Context: an optimization exercise on an open-source flow, tuned for small area and few clock cycles per item. The choices shown serve that exercise and are no tape-out recipe. Function was checked by simulation only, so behaviour that the tests miss may differ from the original.

==> flow/design.v (outline; a module is shown in full before it is edited, if it fits) <==
// module barrel_math_pipe: 1991 lines
// module bmp_fa: 4 lines
// module bmp_ha: 4 lines
// module bmp_hn: 4 lines
// module bmp_hc: 4 lines
// module bmp_xor2: 3 lines
// module bmp_nor2: 3 lines
// module bmp_xnor2: 3 lines
// module bmp_or2: 3 lines
module barrel_math_pipe #(
  parameter int H_RES   = 1080,
  parameter int V_RES   = 960,
  parameter int COORD_W = 12,
  parameter int FRAC_W  = 3,
  parameter int K_SHIFT = 24
) (
  input  logic               clk,
  input  logic               reset,
  input  logic               gen_en,
  input  logic [1:0]         mode,
  input  logic [15:0]        k_coef,
  output logic [31:0]        tIn_tdata,
  output logic               tIn_tvalid,
  input  logic               tIn_tready,
  input  logic [31:0]        tOut_tdata,
  input  logic               tOut_tvalid,
  output logic               tOut_tready,
  output logic [31:0]        rCin_tdata,
  output logic [15:0]        rPin_tdata,
  output logic               rCin_tvalid,
  output logic               rPin_tvalid,
  input  logic               rCin_tready,
  input  logic               rPin_tready,
  input  logic [31:0]        rOut_tdata,
  input  logic               rOut_tvalid,
  output logic               rOut_tready,
  output logic [COORD_W-1:0] xOut,
  output logic [COORD_W-1:0] yOut,
  output logic               addr_vld,
  input  logic               mem_ready,
  output logic               clipped,
  output logic               frame_done
);
  // ...
==> flow/flow/run.sh <==
#!/bin/bash
# Standard layout with smaller port buffers and a clock tree of smaller buffers, without
# dummy loads. Each ORFS step keeps its own log under orfs/logs/; make's output goes to
# flow_make.log.
set -euo pipefail
bash standard.sh \
  'BUFFER_PORTS_ARGS=-buffer_cell sky130_fd_sc_hd__buf_1' \
  'CTS_ARGS=-sink_clustering_enable -sink_clustering_size 12 -repair_clock_nets -dont_use_dummy_load -buf_list sky130_fd_sc_hd__clkbuf_8' \
  finish > flow_make.log 2>&1
==> flow/standard.sh <==
#!/bin/bash
# synth_recipe.tcl (not shown) runs the flow's synth.tcl, then flattens the netlist and writes it again
# the make line also repeats each setting of config.mk as NAME=value (left out here)
make -C /OpenROAD-flow-scripts/flow DESIGN_CONFIG=/design/flow/config.mk WORK_HOME=/design/flow/orfs CLKGATE_MAP_FILE= SYNTH_SCRIPT=/design/flow/synth_recipe.tcl "${@:-finish}"
==> flow/config.mk <==
export PLATFORM = sky130hd
export DESIGN_NAME = barrel_math_pipe
export DESIGN_NICKNAME = barrel_math_pipe
export VERILOG_FILES = /design/flow/design.v
export SDC_FILE = /design/flow/constraint.sdc
export NUM_CORES = 4
export LEC_CHECK = 0
export CAP_MARGIN = 20
export CORE_MARGIN = 2
export CORE_UTILIZATION = 60
export PLACE_DENSITY = 0.75
export SLEW_MARGIN = 20
export SYNTH_HIERARCHICAL = 1
export SYNTH_MINIMUM_KEEP_SIZE = 0
==> flow/constraint.sdc <==
create_clock -name core_clock -period 9.0 [get_ports {clk}]
set_input_delay 1.8000 -clock core_clock [delete_from_list [all_inputs] [get_ports {clk}]]
set_output_delay 1.8000 -clock core_clock [all_outputs]
set_load 0.01 [all_outputs]
==> reports/metrics.csv, run 1 <==
metric,value,unit
gpl congestion,0.9158,
worst-path fanout max,16,
CTS Sinks,175,
status,no timing/DRC/antenna violations,
fraction of area in multi-input gates,0.7387,
post-synthesis compound-gate area fraction,0.04758,
Synth top cells by count,"nand2_1 (858), fa_1 (660), clkbuf_1 (179), edfxtp_1 (149), inv_1 (80)",
MaxCap Viol Count,0,
crit-path cells,nand2_1 > fa_1 > fa_1 > fa_1 > fa_1 > fa_1 > o22ai_1 > nor3_1 > o211ai_1 > o311ai_2 > a221o_1 > nand3_1 > o21ai_0 > a31oi_1 > fa_1 > xnor2_1 > nand3_1 > buf_1,
DR iter-0 viols,1911,
count of non-CTS inverters in the layout,80,
n_diodes,0,
met3 routed WL,6618,um
hold_ws,0.4129,ns
Synth area leaders,"fa_1 (49%), edfxtp_1 (17%), nand2_1 (12%)",
R2R Path Start,ka[11]$_DFFE_PP_,
CTS Buffer Depth,2,
num ports,203,
Multi-input gate area,20980,um2
Slowest cell on crit path,edfxtp_1,
worst slew pin tran,1.062,ns
met1 WL,25330,um
"Slew Viols, Final",0,
final setup violation count,0,
clock network area share,0.008237,
non-clk buf share,0.04057,
setup_tns,0,ns
FP Rows,77,
ys flop type,edfxtp_1,
fraction of area in registers,0.1758,
drt first pass iters,6,
Final Core Density,0.6396,
Testbench counts, summed over its fixed seeds: cycles 16,016, items 16,000.
==> inputs of run 2 (changes only) <==
--- a/flow/config.mk
+++ b/flow/config.mk
@@ -7,8 +7,8 @@
 export LEC_CHECK = 0
 export CAP_MARGIN = 20
 export CORE_MARGIN = 2
-export CORE_UTILIZATION = 60
-export PLACE_DENSITY = 0.75
+export CORE_UTILIZATION = 80
+export PLACE_DENSITY = 0.92
 export SLEW_MARGIN = 20
 export SYNTH_HIERARCHICAL = 1
 export SYNTH_MINIMUM_KEEP_SIZE = 0
==> run 2 against run 1 <==
- first-iteration DRC count grew 65%
- sequential cell count unchanged
- area after synthesis unchanged
- fmax fell by 0.88%
- wire length grew 12%
- sequential share of layout area about the same
- final area is 0.23% lower
- count of clock-buffer cells in the layout stayed put
- critical endpoint unchanged
==> reports/metrics.csv, run 2 <==
metric,value,unit,change
status,no timing/DRC/antenna violations,,unchanged
# port buffers,171,,unchanged
Fin. Hold Viols,0,,unchanged
Final Skew,0.05108,ns,was 0.03814 ns
Synth top cells by count,"nand2_1 (858), fa_1 (660), clkbuf_1 (179), edfxtp_1 (149), inv_1 (80)",,unchanged
R2R Path Start,ka[10]$_DFFE_PP_,,was ka[11]$_DFFE_PP_
Fmax,114.5,MHz,was 115.5 MHz
Final #Nets,3501,,was 3488
Post-synth ARST share,0,,unchanged
ys flop type,edfxtp_1,,unchanged
num ports,203,,unchanged
Synth area leaders,"fa_1 (49%), edfxtp_1 (17%), nand2_1 (12%)",,unchanged
MaxCap Viol Count,0,,unchanged
HP Class,flip-flop to flip-flop,,unchanged
CTS Sinks,175,,unchanged
Startpoint Class,flip-flop,,unchanged
Slew headroom,0.2507,,was 0.2917
register bank with the most flops,sqa,,unchanged
first-pass GRT wire length,120200,um,was 110400 um
Crit path arrival time,6.93,ns,was 6.86 ns
worst-path fanout max,15,,was 16
area share of the largest cell type after synthesis,0.4873,,unchanged
"Req. time, crit path",7.20,ns,about the same
CTS Buffer Depth,2,,unchanged
FP Rows,67,,was 77
setup_tns,0,ns,unchanged
Cells after DPL,3100,,was 3239
Clock Latency Late Sink,0.49,ns,was 0.52 ns
Post-route DRC,0,,unchanged
worst slew pin tran,1.124,ns,was 1.062 ns
CTS Buf Count,17,,unchanged
CTS tree,built,,unchanged
WL final,76540,um,was 68350 um
"Slew Viols, Final",0,,unchanged
"EDFF count, synth",149,,unchanged
largest net degree at the start of global routing,73,,was 71
Final ANT Viol Nets,0,,unchanged
DP HPWL,56580,um,was 53170 um
area of the core,33450,um2,was 44410 um2
syn avg cell area,10.42,um2,unchanged
area grow syn2layout,4.518,%,was 4.762%
WHS Path Cells,0,,unchanged
"leading cell types in the layout, fill and taps excluded","nand2_1 (857), fa_1 (660), buf_1 (171)",,unchanged
Netlist cell types,64,,unchanged
sequential fraction of the synthesis area,0.1842,,unchanged
Via density,6.918,,was 6.070
"commonest non-fill, non-tap cell in the layout",nand2_1,,unchanged
hold path endpoint,phb[2]$_DFFE_PP_,,unchanged
vias,21640,,was 19760
Yosys top cell by area,fa_1,,unchanged
"count leader, synth",nand2_1,,unchanged
die height,188.1,um,was 216.6 um
worst r2r path cells,24,,was 25
vias in the first global route,23690,,was 21620
"Cell Area, Synth",27110,um2,unchanged
Worst R2R End,scb[11]$_DFFE_PP_,,was scb[14]$_DFFE_PP_
hold_ws,0.3926,ns,was 0.4129 ns
drt first pass iters,9,,was 6
CTS Root Cell,clkbuf_8,,unchanged
"Remaining Overflow, GRT",0,,unchanged
Worst setup EP type,primary output,,unchanged
Synth Register Bits,175,,unchanged
Total Routing Usage GR,0.4476,,was 0.3024
max reg flops,30,,unchanged
die width,188.1,um,was 216.6 um
Final min period,8.734,ns,was 8.658 ns
cts repair resizes,0,,unchanged
reg2reg setup slack,0.34,ns,was 0.46 ns
Ys Warns,7,,unchanged
wire per inst,24.47,um,was 20.99 um
gpl congestion,0.9635,,was 0.9158
DR iter-0 viols,3156,,was 1911
Cells after Synth,2601,,unchanged
Die ar.,35380,um2,was 46910 um2
Hold Startpoint,pha[2]$_DFFE_PP_,,unchanged
Crit Path Class,flip-flop to primary output,,unchanged
htree depth,4,,unchanged
share of layout cells above drive strength 1,0.04408,,was 0.03979
"Reg clk slew, reported paths",0.10,ns,about the same
Initial Utilization,0.8106,,was 0.6105
final setup violation count,0,,unchanged
unrepaired setup endpoints after global routing,no,,unchanged
initial antenna violation count,4,,was 0
Final Cycle Share,0.9705,,was 0.9620
non-filler instance count after layout,3128,,was 3256
-- run 2: cell types whose count changed in the layout (fill, tap and decap cells not counted), sizes merged --
| cell | before | now |
|---|---|---|
| buf | 239 | 252 |
| diode | 0 | 3 |
-- run 2: final cells by class --
type | instances | area [um2]
Multi-Input combinational cell | 2153 | 20980
Tap cell | 448 | 560.5
Sequential cell | 175 | 4995
Inverter | 80 | 300.3
Fill cell | 1665 | 5109
Clock buffer | 17 | 234.0
Antenna cell | 3 | 7.507
Timing Repair Buffer | 252 | 1266
-- run 2: timing repair --
action	CTS	global route
hold buffers	0	0
buffers inserted	0	7
endpoints found under the setup margin	0	3
-- run 2: kinds of logic after synthesis --
logic type               Yosys count  share of synthesized area
AO/OA/AOI/OAI                    194                    0.04758
adder cells (fa/ha/maj)          732                     0.5204
AND/OR/NAND/NOR                 1093                     0.1666
other                              1                  0.0001383
multiplexers                       1                  0.0003692
XOR/XNOR                         108                    0.03489
buffers and inverters            297                    0.04578
flip-flops                       175                     0.1842
-- run 2: worst max-delay path by stage --
| stage | startpoint | end | slack (ns) | cells past startpoint |
|---|---|---|---|---|
| 3_3_place_gp | ka[9]$_DFFE_PP_ | scb[14]$_DFFE_PP_ | 0.68 | 26 |
| 2_1_floorplan | ka[9]$_DFFE_PP_ | scb[7]$_DFFE_PP_ | 1.31 | 27 |
| 6_report | rb[1]$_DFFE_PP_ | rCin_tdata[9] | 0.27 | 18 |
| 5_1_grt | ka[8]$_DFFE_PP_ | scb[3]$_DFFE_PP_ | 0.02 | 26 |
| 4_1_cts | rb[2]$_DFFE_PP_ | rCin_tdata[9] | 0.34 | 18 |
| 3_5_place_dp | ka[9]$_DFFE_PP_ | scb[11]$_DFFE_PP_ | 0.55 | 26 |
-- run 2: per-stage QoR --
stage            util  area, um2  setup WS (ns)
6_report       0.8473      28340         0.2656
5_1_grt        0.8471      28330        0.02076
4_1_cts        0.8448      28260         0.3380
3_5_place_dp   0.8378      28020         0.5537
3_3_place_gp   0.8378      28020         0.6768
2_1_floorplan       -      27200          1.308
-- run 2: per-module statistics from Yosys, one instance, submodules excluded, a selection --
module	times used	cell area, um2	flip-flops and latches
bmp_fa	631	20.02	0
bmp_or2	43	6.256	0
bmp_xnor2	43	8.758	0
barrel_math_pipe	1	13840	175
-- run 2: worst max-delay path: stages (launching register included) --
cell	delay, ns
edfxtp_1	0.74
nand2_1	0.15
fa_1	0.52
fa_1	0.52
fa_1	0.40
fa_1	0.46
fa_1	0.52
o22ai_1	0.11
nor3_1	0.26
o211ai_1	0.13
o311ai_1	0.58
a221o_1	0.40
nand3_1	0.13
o21ai_0	0.34
a31oi_1	0.18
fa_1	0.40
xnor2_1	0.26
nand3_1	0.17
buf_1	0.19
-- run 2: per-layer routing --
layer,GRT usage,share of wire
met5,0,0
met3,0.1239,0.14
met4,0.2608,0.072
met1,0.5566,0.32
met2,0.7149,0.47
==> inputs of run 3 (changes only) <==
--- a/flow/flow/run.sh
+++ b/flow/flow/run.sh
@@ -3,7 +3,7 @@
 # dummy loads. Each ORFS step keeps its own log under orfs/logs/; make's output goes to
 # flow_make.log.
 set -euo pipefail
-bash standard.sh \
+GPL_KEEP_OVERFLOW=0 bash standard.sh \
   'BUFFER_PORTS_ARGS=-buffer_cell sky130_fd_sc_hd__buf_1' \
   'CTS_ARGS=-sink_clustering_enable -sink_clustering_size 12 -repair_clock_nets -dont_use_dummy_load -buf_list sky130_fd_sc_hd__clkbuf_8' \
   finish > flow_make.log 2>&1
--- a/flow/config.mk
+++ b/flow/config.mk
@@ -7,8 +7,8 @@
 export LEC_CHECK = 0
 export CAP_MARGIN = 20
 export CORE_MARGIN = 2
-export CORE_UTILIZATION = 80
-export PLACE_DENSITY = 0.92
+export CORE_UTILIZATION = 70
+export PLACE_DENSITY = 0.85
 export SLEW_MARGIN = 20
 export SYNTH_HIERARCHICAL = 1
 export SYNTH_MINIMUM_KEEP_SIZE = 0
==> run 3 against run 2 <==
- cell count grew 0.80%
- clock skew shrank 0.017 ns
- final area shrank 0.17%
- sequential cell count is the same
- sequential share of layout area is essentially flat
- critical path type unchanged
==> reports/metrics.csv, run 3 <==
metric,value,unit,change
"Req. time, crit path",7.20,ns,about the same
ys flop type,edfxtp_1,,unchanged
area share of the largest cell type after synthesis,0.4873,,unchanged
Yosys top cell by area,fa_1,,unchanged
wire per inst,22.33,um,was 24.47 um
Initial Utilization,0.7049,,was 0.8106
initial antenna violation count,1,,was 4
Slew headroom,0.2875,,was 0.2507
CTS Buffer Depth,2,,unchanged
Fmax,114.8,MHz,was 114.5 MHz
Clock Latency Late Sink,0.49,ns,about the same
crit-path cells,nand2_1 > fa_1 > fa_1 > fa_1 > fa_1 > fa_1 > o22ai_1 > nor3_1 > o211ai_1 > o311ai_1 > a221o_1 > nand3_1 > o21ai_0 > a31oi_1 > fa_1 > xnor2_1 > nand3_1 > buf_1,,unchanged
cell seen most often among critical-path stages,fa_1,,unchanged
HP Class,flip-flop to flip-flop,,unchanged
die height,200.8,um,was 188.1 um
Cells after Synth,2601,,unchanged
"Reg clk slew, reported paths",0.10,ns,about the same
FP Rows,72,,was 67
Final Cycle Share,0.9682,,was 0.9705
Post-synth ARST share,0,,unchanged
htree depth,4,,unchanged
Post-route DRC,0,,unchanged
Total Routing Usage GR,0.3626,,was 0.4476
Post-CTS Hold Buffers,0,,unchanged
Crit path max-delay family,adder cells,,unchanged
"leading cell types in the layout, fill and taps excluded","nand2_1 (857), fa_1 (660), buf_1 (171)",,unchanged
Final min period,8.714,ns,was 8.734 ns
Crit path arrival time,6.91,ns,was 6.93 ns
Final Skew,0.03360,ns,was 0.05108 ns
sequential fraction of the synthesis area,0.1842,,unchanged
Crit Path Class,flip-flop to primary output,,unchanged
Final #Nets,3458,,was 3501
Final Core Density,0.7355,,was 0.8473
status,no timing/DRC/antenna violations,,unchanged
FF/Latch Area,4995,um2,unchanged
first-pass GRT wire length,113100,um,was 120200 um
gpl congestion,0.9199,,was 0.9635
"Remaining Overflow, GRT",0,,unchanged
DP HPWL,52570,um,was 56580 um
final setup violation count,0,,unchanged
Fin. Hold Viols,0,,unchanged
Multi-input gate area,21000,um2,was 20980 um2
register bank with the most flops,sqa,,unchanged
max incr delay on CP,0.88,ns,was 0.74 ns
share of layout cells above drive strength 1,0.02885,,was 0.04408
area of the core,38470,um2,was 33450 um2
drt first pass iters,7,,was 9
Netlist cell types,64,,unchanged
DR iter-0 viols,2164,,was 3156
Synth Register Bits,175,,unchanged
max reg flops,30,,unchanged
vias,20410,,was 21640
"EDFF count, synth",149,,unchanged
die width,200.8,um,was 188.1 um
Via density,6.474,,was 6.918
worst path buffer plus inverter count,1,,unchanged
vias in the first global route,22500,,was 23690
Worst setup EP type,primary output,,unchanged
WL final,70410,um,was 76540 um
Ys Warns,7,,unchanged
Final ANT Viol Nets,0,,unchanged
Startpoint Class,flip-flop,,unchanged
MaxCap Viol Count,0,,unchanged
Synth area leaders,"fa_1 (49%), edfxtp_1 (17%), nand2_1 (12%)",,unchanged
CTS Sinks,175,,unchanged
Synth top cells by count,"nand2_1 (858), fa_1 (660), clkbuf_1 (179), edfxtp_1 (149), inv_1 (80)",,unchanged
syn avg cell area,10.42,um2,unchanged
largest net degree at the start of global routing,63,,was 73
"commonest non-fill, non-tap cell in the layout",nand2_1,,unchanged
num ports,203,,unchanged
"count leader, synth",nand2_1,,unchanged
CTS Root Cell,clkbuf_8,,unchanged
Final Instance Area,28290,um2,was 28340 um2
worst slew pin tran,1.069,ns,was 1.124 ns
"Cell Area, Synth",27110,um2,unchanged
Die ar.,40330,um2,was 35380 um2
DP Area,27840,um2,was 28020 um2
# port buffers,171,,unchanged
"Slew Viols, Final",0,,unchanged
CTS tree,built,,unchanged
area grow syn2layout,4.338,%,was 4.518%
number of fill cells,2552,,was 1665
CTS Buf Count,17,,unchanged
worst-path fanout max,16,,was 15
Slowest cell on crit path,edfxtp_1,,unchanged
## run 3: cells by family after synthesis
| logic type | share of synthesized area |
|---|---|
| flip-flops | 0.1842 |
| multiplexers | 0.0003692 |
| AO/OA/AOI/OAI | 0.04758 |
| adder cells (fa/ha/maj) | 0.5204 |
| other | 0.0001383 |
| XOR/XNOR | 0.03489 |
| buffers and inverters | 0.04578 |
| AND/OR/NAND/NOR | 0.1666 |
## run 3: what timing repair did
| action | in CTS | in global routing |
|---|---|---|
| pin swaps | 0 | 0 |
| buffers inserted | 5 | 16 |
| endpoints found under the setup margin | 15 | 15 |
| resized for setup | 1 | 1 |
| gates cloned | 0 | 0 |
## run 3: layout make-up
| class | count | area share |
|---|---|---|
| Multi-Input combinational cell | 2153 | 0.7421 |
| Sequential cell | 175 | 0.1766 |
| Timing Repair Buffer | 209 | 0.03945 |
| Tap cell | 518 | 0.02291 |
| Inverter | 80 | 0.01061 |
| Clock buffer | 17 | 0.008270 |
| Antenna cell | 1 | 0.00008845 |
## run 3: per-stage QoR
step / worst slack, ns / cells / hold slack (ns) / setup TNS, ns
final: 0.2864 / 3153 / 0.3993 / 0
after global routing: -0.02019 / 3153 / 0.4070 / -0.02019
after CTS: 0.1733 / 3136 / 0.3982 / 0
after detailed placement: -0.2389 / 3114 / 0.4052 / -1.976
after global placement: -0.5425 / 3097 / 0.4006 / -6.550
after floorplan: 1.308 / 2625 / 0.4003 / 0
## run 3: worst paths after layout
path	endpoint	cells after the start	slack, ns	from
max	rCin_tdata[9]	18	0.29	scb[10]$_DFFE_PP_
min	phb[2]$_DFFE_PP_	0	0.40	pha[2]$_DFFE_PP_
max reg2reg	scb[14]$_DFFE_PP_	24	0.35	sqa[13]$_DFFE_PP_
min reg2reg	phb[2]$_DFFE_PP_	0	0.40	pha[2]$_DFFE_PP_
## run 3: worst register-to-register path, stage by stage (launching register included)
cell       delay [ns]
edfxtp_1         0.96
nand2_1          0.19
fa_1             0.46
fa_1             0.59
fa_1             0.45
fa_1             0.43
fa_1             0.53
fa_1             0.46
o22ai_1          0.21
nor2_1           0.08
nand2_1          0.18
o21ai_0          0.31
a2111oi_4        0.56
nor2_1           0.17
a41oi_1          0.44
o21bai_1         0.13
fa_1             0.40
nand2b_1         0.16
a221oi_1         0.27
o21ai_0          0.11
and4b_1          0.31
nand3_1          0.11
o32a_4           0.42
nand2b_4         0.26
o311ai_1         0.28
## run 3: per-layer routing
layer  global-route usage  up-vias  wire length (um)
li1                     -     8199                 -
met1               0.4493    10240             23480
met2               0.5934     1642             34750
met3              0.09497      335              8811
met4               0.1913        0              3371
met5                    0        -                 0
## run 3: modules after synthesis, one instance, submodules excluded, excerpt
module            copies in the design  cells inside  area (um2)
bmp_fa                             631             1       20.02
bmp_xnor2                           43             1       8.758
bmp_or2                             43             1       6.256
barrel_math_pipe                     1          1884       13840
==> inputs of run 4 (changes only) <==
--- a/flow/config.mk
+++ b/flow/config.mk
@@ -5,10 +5,10 @@
 export SDC_FILE = /design/flow/constraint.sdc
 export NUM_CORES = 4
 export LEC_CHECK = 0
-export CAP_MARGIN = 20
+export CAP_MARGIN = 10
 export CORE_MARGIN = 2
 export CORE_UTILIZATION = 70
 export PLACE_DENSITY = 0.85
-export SLEW_MARGIN = 20
+export SLEW_MARGIN = 10
 export SYNTH_HIERARCHICAL = 1
 export SYNTH_MINIMUM_KEEP_SIZE = 0
==> run 4 against run 3 <==
- fmax increased by 0.11%
- critical path type unchanged
- critical path depth unchanged
- global-route usage increased by 0.49 points
- register-to-register slack about the same
- sequential share of layout area decreased by 0.29 points
- via count increased by 2.4%
- non-clock buffer count increased by 35
- critical endpoint unchanged
==> reports/metrics.csv, run 4 <==
metric,value,unit,change
Hold Startpoint,pha[2]$_DFFE_PP_,,unchanged
"Slew Viols, Final",0,,unchanged
wire per inst,22.78,um,was 22.33 um
Die ar.,40330,um2,unchanged
"Remaining Overflow, GRT",0,,unchanged
Final min period,8.704,ns,was 8.714 ns
met3 routed WL,9110,um,was 8811 um
"count leader, synth",nand2_1,,unchanged
Crit path arrival time,6.90,ns,was 6.91 ns
crit-path cells,nand2_1 > fa_1 > fa_1 > fa_1 > fa_1 > fa_1 > o22ai_1 > nor3_1 > o211ai_1 > o311ai_1 > a221o_1 > nand3_1 > o21ai_0 > a31oi_1 > fa_1 > xnor2_1 > nand3_1 > buf_1,,unchanged
CTS Buf Count,17,,unchanged
Via density,6.560,,was 6.474
Cells after Synth,2601,,unchanged
FP Rows,72,,unchanged
worst-path fanout max,16,,unchanged
FF/Latch Area,4995,um2,unchanged
Slew headroom,0.2528,,was 0.2875
n_diodes,0,,was 1
Startpoint Class,flip-flop,,unchanged
Final #Nets,3493,,was 3458
Fin. Hold Viols,0,,unchanged
first-pass GRT wire length,114500,um,was 113100 um
Final Cycle Share,0.9671,,was 0.9682
met2 wire length,35780,um,was 34750 um
Post-CTS Hold Buffers,0,,unchanged
WL final,72590,um,was 70410 um
DP HPWL,51850,um,was 52570 um
number of fill cells,2480,,was 2552
Total Routing Usage GR,0.3675,,was 0.3626
max reg flops,30,,unchanged
gpl congestion,0.9199,,unchanged
Synth area leaders,"fa_1 (49%), edfxtp_1 (17%), nand2_1 (12%)",,unchanged
HP Class,flip-flop to flip-flop,,unchanged
ys flop type,edfxtp_1,,unchanged
# port buffers,171,,unchanged
Ys Warns,7,,unchanged
met1 WL,23980,um,was 23480 um
vias,20910,,was 20410
die width,200.8,um,unchanged
"Req. time, crit path",7.20,ns,about the same
area of the core,38470,um2,unchanged
"Reg clk slew, reported paths",0.11,ns,was 0.10 ns
"EDFF count, synth",149,,unchanged
cell seen most often among critical-path stages,fa_1,,unchanged
area grow syn2layout,6.091,%,was 4.338%
Synth Register Bits,175,,unchanged
register bank with the most flops,sqa,,unchanged
Fmax,114.9,MHz,was 114.8 MHz
"leading cell types in the layout, fill and taps excluded","nand2_1 (857), fa_1 (660), buf_1 (171)",,unchanged
area share of the largest cell type after synthesis,0.4873,,unchanged
MaxCap Viol Count,0,,unchanged
initial antenna violation count,1,,unchanged
Worst setup startpoint,scb[10]$_DFFE_PP_,,unchanged
syn avg cell area,10.42,um2,unchanged
Clock Latency Late Sink,0.50,ns,was 0.49 ns
share of layout cells above drive strength 1,0.04159,,was 0.02885
CTS Root Cell,clkbuf_8,,unchanged
Worst setup EP type,primary output,,unchanged
Initial Utilization,0.7049,,unchanged
htree depth,4,,unchanged
status,no timing/DRC/antenna violations,,unchanged
R2R Path Start,sqa[14]$_DFFE_PP_,,was sqa[13]$_DFFE_PP_
Crit Path Class,flip-flop to primary output,,unchanged
"Cell Area, Synth",27110,um2,unchanged
unrepaired setup endpoints after global routing,no,,
num ports,203,,unchanged
Synth top cells by count,"nand2_1 (858), fa_1 (660), clkbuf_1 (179), edfxtp_1 (149), inv_1 (80)",,unchanged
CTS tree,built,,unchanged
final setup violation count,0,,unchanged
Post-synth ARST share,0,,unchanged
max incr delay on CP,0.89,ns,was 0.88 ns
CTS Sinks,175,,unchanged
Post-route DRC,0,,unchanged
DR iter-0 viols,2544,,was 2164
"commonest non-fill, non-tap cell in the layout",nand2_1,,unchanged
worst slew pin tran,1.121,ns,was 1.069 ns
Netlist cell types,64,,unchanged
sequential fraction of the synthesis area,0.1842,,unchanged
Yosys top cell by area,fa_1,,unchanged
Final ANT Viol Nets,0,,unchanged
setup_tns,0,ns,unchanged
largest net degree at the start of global routing,63,,unchanged
CTS Buffer Depth,2,,unchanged
Multi-input gate area,21000,um2,unchanged
die height,200.8,um,unchanged
Final Skew,0.04411,ns,was 0.03360 ns
drt first pass iters,7,,unchanged
reg2reg setup slack,0.34,ns,was 0.35 ns
top sig layer,met5,,was met4
hold_ws,0.4089,ns,was 0.3993 ns
vias in the first global route,22900,,was 22500
Slowest cell on crit path,edfxtp_1,,unchanged
## run 4: cell counts after synthesis
No cell type changed its count.
## run 4: worst max-delay path: cells and delay by family, from the launching register on
kind / cells / cell delay [ns]
xor+xnor: 1 / 0.14
buf+inv: 1 / 0.17
simple gates: 4 / 0.71
compound gates: 6 / 1.58
flops: 1 / 0.89
fa+ha+maj: 6 / 2.88
## run 4: path summary, 6_finish.rpt
path | endpoint | cells after the start
min reg2reg | phb[2]$_DFFE_PP_ | 0
max | rCin_tdata[9] | 18
min | phb[2]$_DFFE_PP_ | 0
max reg2reg | scb[14]$_DFFE_PP_ | 22
## run 4: what timing repair did
item | CTS | global route
setup endpoints to repair | 15 | 15
gates resized for setup | 1 | 1
buffers inserted | 7 | 54
## run 4: through the flow
stage,instance area [um2],setup slack (ns),cells,util
after floorplan,27200,1.308,2625,-
after global placement,27550,-0.5425,3097,0.7163
after detailed placement,27800,-0.4232,3108,0.7228
after CTS,28120,0.1110,3132,0.7310
after global routing,28770,0.05031,3187,0.7478
final,28770,0.2959,3187,0.7478
## run 4: logic make-up after synthesis
logic type | Yosys count | synth area share
AND/OR/NAND/NOR | 1093 | 0.1666
adder cells (fa/ha/maj) | 732 | 0.5204
buffers and inverters | 297 | 0.04578
AO/OA/AOI/OAI | 194 | 0.04758
flip-flops | 175 | 0.1842
XOR/XNOR | 108 | 0.03489
other | 1 | 0.0001383
multiplexers | 1 | 0.0003692
## run 4: layout make-up
type	instances	share of cell area
multi-input combinational	2153	0.7299
sequential	175	0.1736
timing repair buffer	244	0.05541
tap	518	0.02253
inverter	80	0.01044
clock buffer	17	0.008134
## run 4: Yosys stat by module (local to each module, per instance), a selection
module            cell area [um2]  times used  flip-flops and latches
barrel_math_pipe            13840           1                     175
bmp_fa                      20.02         631                       0
bmp_or2                     6.256          43                       0
bmp_xnor2                   8.758          43                       0
## run 4: per-layer routing
metal / vias to the layer above / track usage
met3: 399 / 0.09594
met1: 10520 / 0.4544
met4: 2 / 0.1844
li1: 8280 / -
met2: 1704 / 0.6070
met5: - / 0
==> inputs of run 5 (changes only) <==
==> flow/flow/run.sh (replaced) <==
#!/bin/bash
# Standard layout with smaller port buffers and a clock tree of smaller buffers, without
# dummy loads. Each ORFS step keeps its own log under orfs/logs/; make's output goes to
# flow_make.log.
set -euo pipefail
bash standard.sh \
  'BUFFER_PORTS_ARGS=-buffer_cell sky130_fd_sc_hd__buf_1' \
  'CTS_ARGS=-sink_clustering_enable -sink_clustering_size 12 -repair_clock_nets -dont_use_dummy_load -buf_list sky130_fd_sc_hd__clkbuf_8' \
  finish > flow_make.log 2>&1
--- a/flow/config.mk
+++ b/flow/config.mk
@@ -5,10 +5,10 @@
 export SDC_FILE = /design/flow/constraint.sdc
 export NUM_CORES = 4
 export LEC_CHECK = 0
-export CAP_MARGIN = 10
+export CAP_MARGIN = 20
 export CORE_MARGIN = 2
 export CORE_UTILIZATION = 70
 export PLACE_DENSITY = 0.85
-export SLEW_MARGIN = 10
+export SLEW_MARGIN = 20
 export SYNTH_HIERARCHICAL = 1
 export SYNTH_MINIMUM_KEEP_SIZE = 0
==> run 5 against run 4 <==
- via count down 3.1%
- non-clock buffer count shrank 16
- final area decreased by 1.8%
- global-route usage decreased by 1.0 points
- synthesized cell count stayed put
- count of clock-buffer cells in the layout is the same
- setup slack got worse by 0.012 ns
- fmax fell by 0.13%
- sequential share of layout area rose by 0.31 points
==> reports/metrics.csv, run 5 <==
metric,value,unit,change
area of the core,38470,um2,unchanged
Synth area leaders,"fa_1 (49%), edfxtp_1 (17%), nand2_1 (12%)",,unchanged
vias,20270,,was 20910
Final Core Density,0.7347,,was 0.7478
"Cell Area, Synth",27110,um2,unchanged
wire per inst,21.96,um,was 22.78 um
xor/xnor share of the synthesized area,0.03489,,unchanged
"count leader, synth",nand2_1,,unchanged
Final min period,8.716,ns,was 8.704 ns
setup_tns,0,ns,unchanged
synthesized-area fraction occupied by adder cells,0.5204,,unchanged
cell seen most often among critical-path stages,fa_1,,unchanged
Slowest cell on crit path,edfxtp_1,,unchanged
R2R Path Start,ka[7]$_DFFE_PP_,,was sqa[14]$_DFFE_PP_
first-pass GRT wire length,111900,um,was 114500 um
drt first pass iters,6,,was 7
number of fill cells,2551,,was 2480
main combinational cell family by area after synthesis,adder cells,,unchanged
Synth top cells by count,"nand2_1 (858), fa_1 (660), clkbuf_1 (179), edfxtp_1 (149), inv_1 (80)",,unchanged
non-filler instance count after layout,3171,,was 3187
WHS Path Cells,0,,unchanged
Final Skew,0.03009,ns,was 0.04411 ns
unrepaired setup endpoints after global routing,no,,unchanged
worst path buffer plus inverter count,4,,was 1
die width,200.8,um,unchanged
mux contribution to synthesized area,0.0003692,,unchanged
worst r2r path cells,27,,was 22
Die ar.,40330,um2,unchanged
gpl congestion,0.9203,,was 0.9199
Ys Warns,7,,unchanged
Post-synth ARST share,0,,unchanged
"Reg clk slew, reported paths",0.10,ns,was 0.11 ns
n_diodes,0,,unchanged
status,no timing/DRC/antenna violations,,unchanged
Final Cycle Share,0.9684,,was 0.9671
Crit path arrival time,8.93,ns,was 6.90 ns
Cells after Synth,2601,,unchanged
sequential fraction of the synthesis area,0.1842,,unchanged
Total Routing Usage GR,0.3573,,was 0.3675
DP HPWL,51890,um,was 51850 um
post-synthesis simple-gate area fraction,0.1666,,unchanged
CTS tree,built,,unchanged
FP Rows,72,,unchanged
Final Instance Area,28260,um2,was 28770 um2
ys flop type,edfxtp_1,,unchanged
worst slew pin tran,1.106,ns,was 1.121 ns
initial antenna violation count,0,,was 1
Synth Register Bits,175,,unchanged
die height,200.8,um,unchanged
CTS Root Cell,clkbuf_8,,unchanged
MaxCap Viol Count,0,,unchanged
Cells after DPL,3149,,was 3108
Initial Utilization,0.7049,,unchanged
"Req. time, crit path",9.21,ns,was 7.20 ns
"Remaining Overflow, GRT",0,,unchanged
Worst setup EP type,flip-flop,,was primary output
Worst setup startpoint,ka[7]$_DFFE_PP_,,was scb[10]$_DFFE_PP_
Via density,6.392,,was 6.560
Post-route DRC,0,,unchanged
vias in the first global route,22420,,was 22900
area grow syn2layout,4.227,%,was 6.091%
WL final,69640,um,was 72590 um
hold path endpoint,phb[14]$_DFFE_PP_,,was phb[2]$_DFFE_PP_
share of layout cells above drive strength 1,0.03543,,was 0.04159
CTS Sinks,175,,unchanged
Slew headroom,0.2627,,was 0.2528
HP Class,flip-flop to flip-flop,,unchanged
Fin. Hold Viols,0,,unchanged
Final #Nets,3477,,was 3493
syn avg cell area,10.42,um2,unchanged
max incr delay on CP,0.85,ns,was 0.89 ns
largest net degree at the start of global routing,71,,was 63
final setup violation count,0,,unchanged
CTS Buffer Depth,2,,unchanged
Fmax,114.7,MHz,was 114.9 MHz
Netlist cell types,64,,unchanged
"commonest non-fill, non-tap cell in the layout",nand2_1,,unchanged
Crit Path Class,flip-flop to flip-flop,,was flip-flop to primary output
"EDFF count, synth",149,,unchanged
DP Area,27980,um2,was 27800 um2
register bank with the most flops,sqa,,unchanged
"leading cell types in the layout, fill and taps excluded","nand2_1 (857), fa_1 (660), buf_1 (171)",,unchanged
DR iter-0 viols,2203,,was 2544
CTS Buf Count,17,,unchanged
Yosys top cell by area,fa_1,,unchanged
htree depth,4,,unchanged
Final ANT Viol Nets,0,,unchanged
"Slew Viols, Final",0,,unchanged
Clock Latency Late Sink,0.49,ns,was 0.50 ns
num ports,203,,unchanged
worst-path fanout max,13,,was 16
post-synthesis compound-gate area fraction,0.04758,,unchanged
Worst R2R End,scb[13]$_DFFE_PP_,,was scb[14]$_DFFE_PP_
area share of the largest cell type after synthesis,0.4873,,unchanged
Hold Startpoint,pha[14]$_DFFE_PP_,,was pha[2]$_DFFE_PP_
Startpoint Class,flip-flop,,unchanged
max reg flops,30,,unchanged
Crit path max-delay family,adder cells,,unchanged
# port buffers,171,,unchanged
reg2reg setup slack,0.28,ns,was 0.34 ns
## run 5: cell counts after synthesis
No cell type changed its count.
## run 5: layout make-up
cell class                      instances  area (um2)  area share
Timing Repair Buffer                  228        1107     0.03918
Tap cell                              518       648.1     0.02293
Multi-Input combinational cell       2153       20980      0.7422
Sequential cell                       175        4995      0.1767
Inverter                               80       300.3     0.01063
Clock buffer                           17       234.0    0.008279
## run 5: how the worst max path moves through the flow
stage | endpoint | slack, ns | depth (start not counted)
after floorplan | scb[7]$_DFFE_PP_ | 1.31 | 27
after global placement | scb[14]$_DFFE_PP_ | 0.57 | 26
after detailed placement | scb[14]$_DFFE_PP_ | 0.49 | 25
after CTS | scb[14]$_DFFE_PP_ | 0.45 | 25
after global routing | scb[14]$_DFFE_PP_ | 0.02 | 26
final | scb[13]$_DFFE_PP_ | 0.28 | 27
## run 5: kinds of logic (layout without fill, tap and decap cells)
kind of cell,Yosys count,count (layout)
simple gates,1093,1093
flops,175,175
compound gates,194,194
other cells,1,25
fa+ha+maj,732,732
buf+inv,297,325
mux,1,1
xor+xnor,108,108
## run 5: through the flow
step                      worst slack (ns)  hold WS (ns)
after CTS                           0.4464        0.3958
after global routing               0.01793        0.4166
after global placement              0.5708        0.4001
after detailed placement            0.4897        0.4045
after floorplan                      1.308        0.4003
final                               0.2842        0.3922
## run 5: what timing repair did
item                       CTS  global route
hold buffers                 0             0
setup buffers                0             5
setup endpoints to repair    0             2
resized for setup            0             0
## run 5: per-module statistics from Yosys (local to each module, per instance), a selection
module / area [um2] / times used / cells inside / flops+latches
bmp_or2: 6.256 / 43 / 1 / 0
bmp_fa: 20.02 / 631 / 1 / 0
bmp_xnor2: 8.758 / 43 / 1 / 0
barrel_math_pipe: 13840 / 1 / 1884 / 175
## run 5: layer usage
metal,GRT usage,up-vias,share of wire
met5,0,-,0
met4,0.1802,0,0.052
met3,0.1041,358,0.12
met2,0.5848,1566,0.49
met1,0.4387,10110,0.34
li1,-,8240,-

-- what the ideal ports hide --
The flow's constraints put no driver on any port. The routed layouts listed below were extracted and timed again, unchanged, in two steps. Step 1: set_driving_cell puts a clkbuf_16 on clk and a buf_2 on each other input, an assumption about the parent block. Step 2 times the ports against the registers' clock, not the clock port: input delays grow and output delays shrink by t, the midpoint of the rising clock arrivals with the driver on. a / b / c = ideal / step 1 / step 2; a / b = the first two.
| run | shift t [ns] | setup WS [ns] | worst setup path after step 2 | worst slew at a driven data input, ns | cell pins on the clock port's net |
|---|---|---|---|---|---|
| run 1 | 0.548 | 0.342 / 0.296 / 0.459 | register to register | 0.06 | 1 |
| run 2 | 0.516 | 0.266 / 0.216 / 0.339 | register to register | 0.07 | 1 |
| run 3 | 0.521 | 0.286 / 0.241 / 0.347 | register to register | 0.09 | 1 |
| run 4 | 0.519 | 0.296 / 0.251 / 0.342 | register to register | 0.09 | 1 |
| run 5 | 0.516 | 0.284 / 0.284 / 0.284 | register to register | 0.10 | 1 |
After both steps every run listed still meets setup and hold.
